Context: an optimization exercise on an open-source flow, tuned for small area, a short achievable clock period and few clock cycles per item. The choices shown serve that exercise and are no tape-out recipe. In this exercise RTL edits were held to simulation tests only and were not proved equivalent to the original. Power and IR drop assume default switching activity.

Design jet_region_cut, start of the top module:
module jet_region_cut (
  input  logic        clk,
  input  logic        rst_n,
  input  logic        in_valid,
  output logic        in_ready,
  input  logic [56:0] in_data,
  output logic        out_valid,
  input  logic        out_ready,
  output logic [21:0] out_data,
  input  logic        psel,
  input  logic        penable,
  input  logic        pwrite,
  input  logic [5:0]  paddr,
  input  logic [63:0] pwdata,
  output logic [63:0] prdata,
  output logic        pready
);
  jrc_pkg::jrc_in_t  in_s;
  jrc_pkg::jrc_out_t out_s;
  assign in_s     = in_data;
  assign out_data = out_s;
  fuzzy_jet_region_cut_unit u_unit (
    .clk       (clk),
    .rst_n     (rst_n),
    .in_valid  (in_valid),
    .in_ready  (in_ready),
    .in_data   (in_s),
    .out_valid (out_valid),
    .out_ready (out_ready),
    .out_data  (out_s),
    .psel      (psel),
    .penable   (penable),
    .pwrite    (pwrite),
    .paddr     (paddr),
    .pwdata    (pwdata),
    .prdata    (prdata),
    .pready    (pready)
  );
endmodule
==> flow/config.mk <==
export PLATFORM = sky130hd
export DESIGN_NAME = jet_region_cut
export DESIGN_NICKNAME = jet_region_cut
export VERILOG_FILES = /design/flow/design.v
export SDC_FILE = /design/flow/constraint.sdc
export NUM_CORES = 4
export LEC_CHECK = 0
export ABC_AREA = 1
export CAP_MARGIN = 20
export CORE_MARGIN = 2
export CORE_UTILIZATION = 40
export SLEW_MARGIN = 20
==> flow/constraint.sdc <==
create_clock -name core_clock -period 12.5 [get_ports {clk}]
set_input_delay 2.5000 -clock core_clock [delete_from_list [all_inputs] [get_ports {clk}]]
set_output_delay 2.5000 -clock core_clock [all_outputs]
set_load 0.01 [all_outputs]
standard.sh (not shown) runs the stock make flow with config.mk's settings and CLKGATE_MAP_FILE= SYNTH_SCRIPT=/design/flow/synth_recipe.tcl, a recipe that flattens the netlist after the stock synthesis.
==> flow/flow/run.sh <==
#!/bin/bash
set -euo pipefail
bash standard.sh SETUP_SLACK_MARGIN=6 finish > standard_flow.log 2>&1
The baseline finished with timing, DRC and antenna clean.
Testbench counts at the start, summed over its fixed seeds: cycles 9,706, items 7,756.
Edit:
--- a/flow/design.v
+++ b/flow/design.v
@@ -357,18 +357,20 @@
   logic        fpass;
   logic [16:0] fval;
   logic        fp;
   logic [16:0] f;
   logic [16:0] a_op;
   logic        enter;
   logic        start_p, start_r, r_lo_rw, r_lo_half;
   logic        adv;
   logic [2:0]  pos_nxt;
+  logic [2:0]  pdsel;
+  logic        nm;
   logic        set_w, set_rw;
   logic [16:0] w_set, rw_set;
   logic        eng_done, eng_pass;
   logic [16:0] eng_w;
   logic        res_pass;
   logic [16:0] res_w;
   logic        out_free;
   logic        out_valid_r;
   logic        matched_r;
@@ -379,24 +381,24 @@
   always_comb begin
     if (!mkind_r) begin
       mx = (pos_r < 3'd2) ? e_inv_r[15:0] : y_inv_r[15:0];
     end else begin
       mx = (pos_r == 3'd1 || pos_r == 3'd6) ? weight_r[15:0] : rw_r[15:0];
     end
     pp   = mx * lo_r[K-1:0];
     msum = acc_r + pp;
     case (pos_r)
-      3'd0:    begin pcls = cls[0]; pneg = d[0][20]; pd = d[0][15:0]; end
-      3'd1:    begin pcls = cls[1]; pneg = d[1][20]; pd = d[1][15:0]; end
-      3'd2:    begin pcls = cls[2]; pneg = d[2][20]; pd = d[2][15:0]; end
-      3'd3:    begin pcls = cls[3]; pneg = d[3][20]; pd = d[3][15:0]; end
-      3'd4:    begin pcls = cls[4]; pneg = d[4][20]; pd = d[4][15:0]; end
-      default: begin pcls = cls[5]; pneg = d[5][20]; pd = d[5][15:0]; end
+      3'd0:    begin pcls = cls[0]; pneg = d[0][20]; end
+      3'd1:    begin pcls = cls[1]; pneg = d[1][20]; end
+      3'd2:    begin pcls = cls[2]; pneg = d[2][20]; end
+      3'd3:    begin pcls = cls[3]; pneg = d[3][20]; end
+      3'd4:    begin pcls = cls[4]; pneg = d[4][20]; end
+      default: begin pcls = cls[5]; pneg = d[5][20]; end
     endcase
     if (pneg) begin
       fpass = (lo_r != 16'd0) && !lo_r[15];
       fval  = {1'b0, lo_r};
     end else begin
       fpass = 1'b1;
       fval  = acc_r[0] ? jrc_pkg::WEIGHT_ONE : {1'b0, lo_r};
     end
     if (pcls == C_MAYBE) begin
@@ -485,21 +487,39 @@
           set_w = 1'b1;
           if (n_rng == 2'd0) begin
             eng_done = 1'b1;
             eng_pass = 1'b1;
             eng_w    = w_set;
           end
         end else begin
           set_rw  = 1'b1;
           pos_nxt = 3'd6;
+          if (weight_r[16] || rw_set[16]) begin
+            eng_done = 1'b1;
+            eng_pass = 1'b1;
+            eng_w    = weight_r[16] ? rw_set : weight_r;
+          end
         end
       end
     end
+    pdsel = (enter || adv) ? pos_nxt : pos_r;
+    case (pdsel)
+      3'd0:    begin nm = M[0]; pd = d[0][15:0]; end
+      3'd1:    begin nm = M[1]; pd = d[1][15:0]; end
+      3'd2:    begin nm = M[2]; pd = d[2][15:0]; end
+      3'd3:    begin nm = M[3]; pd = d[3][15:0]; end
+      3'd4:    begin nm = M[4]; pd = d[4][15:0]; end
+      3'd5:    begin nm = M[5]; pd = d[5][15:0]; end
+      default: begin nm = 1'b0; pd = d[5][15:0]; end
+    endcase
+    if ((enter || adv) && nm && !eng_done) begin
+      start_p = 1'b1;
+    end
   end
   assign commit   = job_v && out_free && (busy_r ? eng_done : !(tested && slow));
   assign res_pass = busy_r ? eng_pass : fast_pass;
   assign res_w    = busy_r ? eng_w : fast_w;
   always_ff @(posedge clk) begin
     if (!rst_n) begin
       busy_r      <= 1'b0;
       out_valid_r <= 1'b0;
       full_r      <= 1'b0;
@@ -549,19 +569,19 @@
       end else if (r_lo_rw) begin
         lo_r <= rw_r[15:0];
       end else if (r_lo_half) begin
         lo_r <= 16'h8000;
       end
       mul_r   <= 1'b1;
       mkind_r <= start_r;
       cnt_r   <= 2'd0;
     end
-    if (!busy_r) begin
+    if (!busy_r && !enter) begin
       mul_r <= 1'b0;
     end
   end
   assign out_valid          = out_valid_r;
   assign out_data.matched    = matched_r;
   assign out_data.cut_weight = weight_r;
   assign out_data.held_jet   = held_r;
 endmodule
 `timescale 1ns / 1ps
The changed run completed with no timing, DRC or antenna violations.
Final area rises by a few percent.
Non-clock buffer count rises by 53.
Global-route usage rises by 0.99 points.
Routed wire length rises by a few percent.
Worst setup slack got worse by 3.2 ps.
Fmax hardly moves.
Total power falls by roughly a tenth.
Hold slack stays flat.
Testbench counts after the change, summed over its fixed seeds: cycles 9,448, items 7,756.

re-timing with driven ports:
No port has a modelled driver above. Below, the same layouts with a new extraction and two added sets of constraints.
Step 1, drivers: a clkbuf_16 drives clk and a buf_2 each remaining input, both assumed.
Step 2 adds t to the input delays and takes it off the output delays; t is the mean of the earliest and latest rising clock arrival at the registers after step 1. Input paths then give back, and output paths get back, about the clock's delay inside the block.
a / b / c = no drivers / after step 1 / after step 2; a / b = the first two.
run	t (ns)	slack for setup (ns)	hold slack, ns
the first run	0.669	5.969 / 5.892 / 5.892	0.449 / 0.449 / 0.449
the second run	0.673	5.966 / 5.934 / 5.934	0.450 / 0.450 / 0.450
After both steps every run listed still meets setup and hold. The setup slack of the first run, which loses most, moves by -0.077 ns with the drivers and by -0.077 ns with both steps.
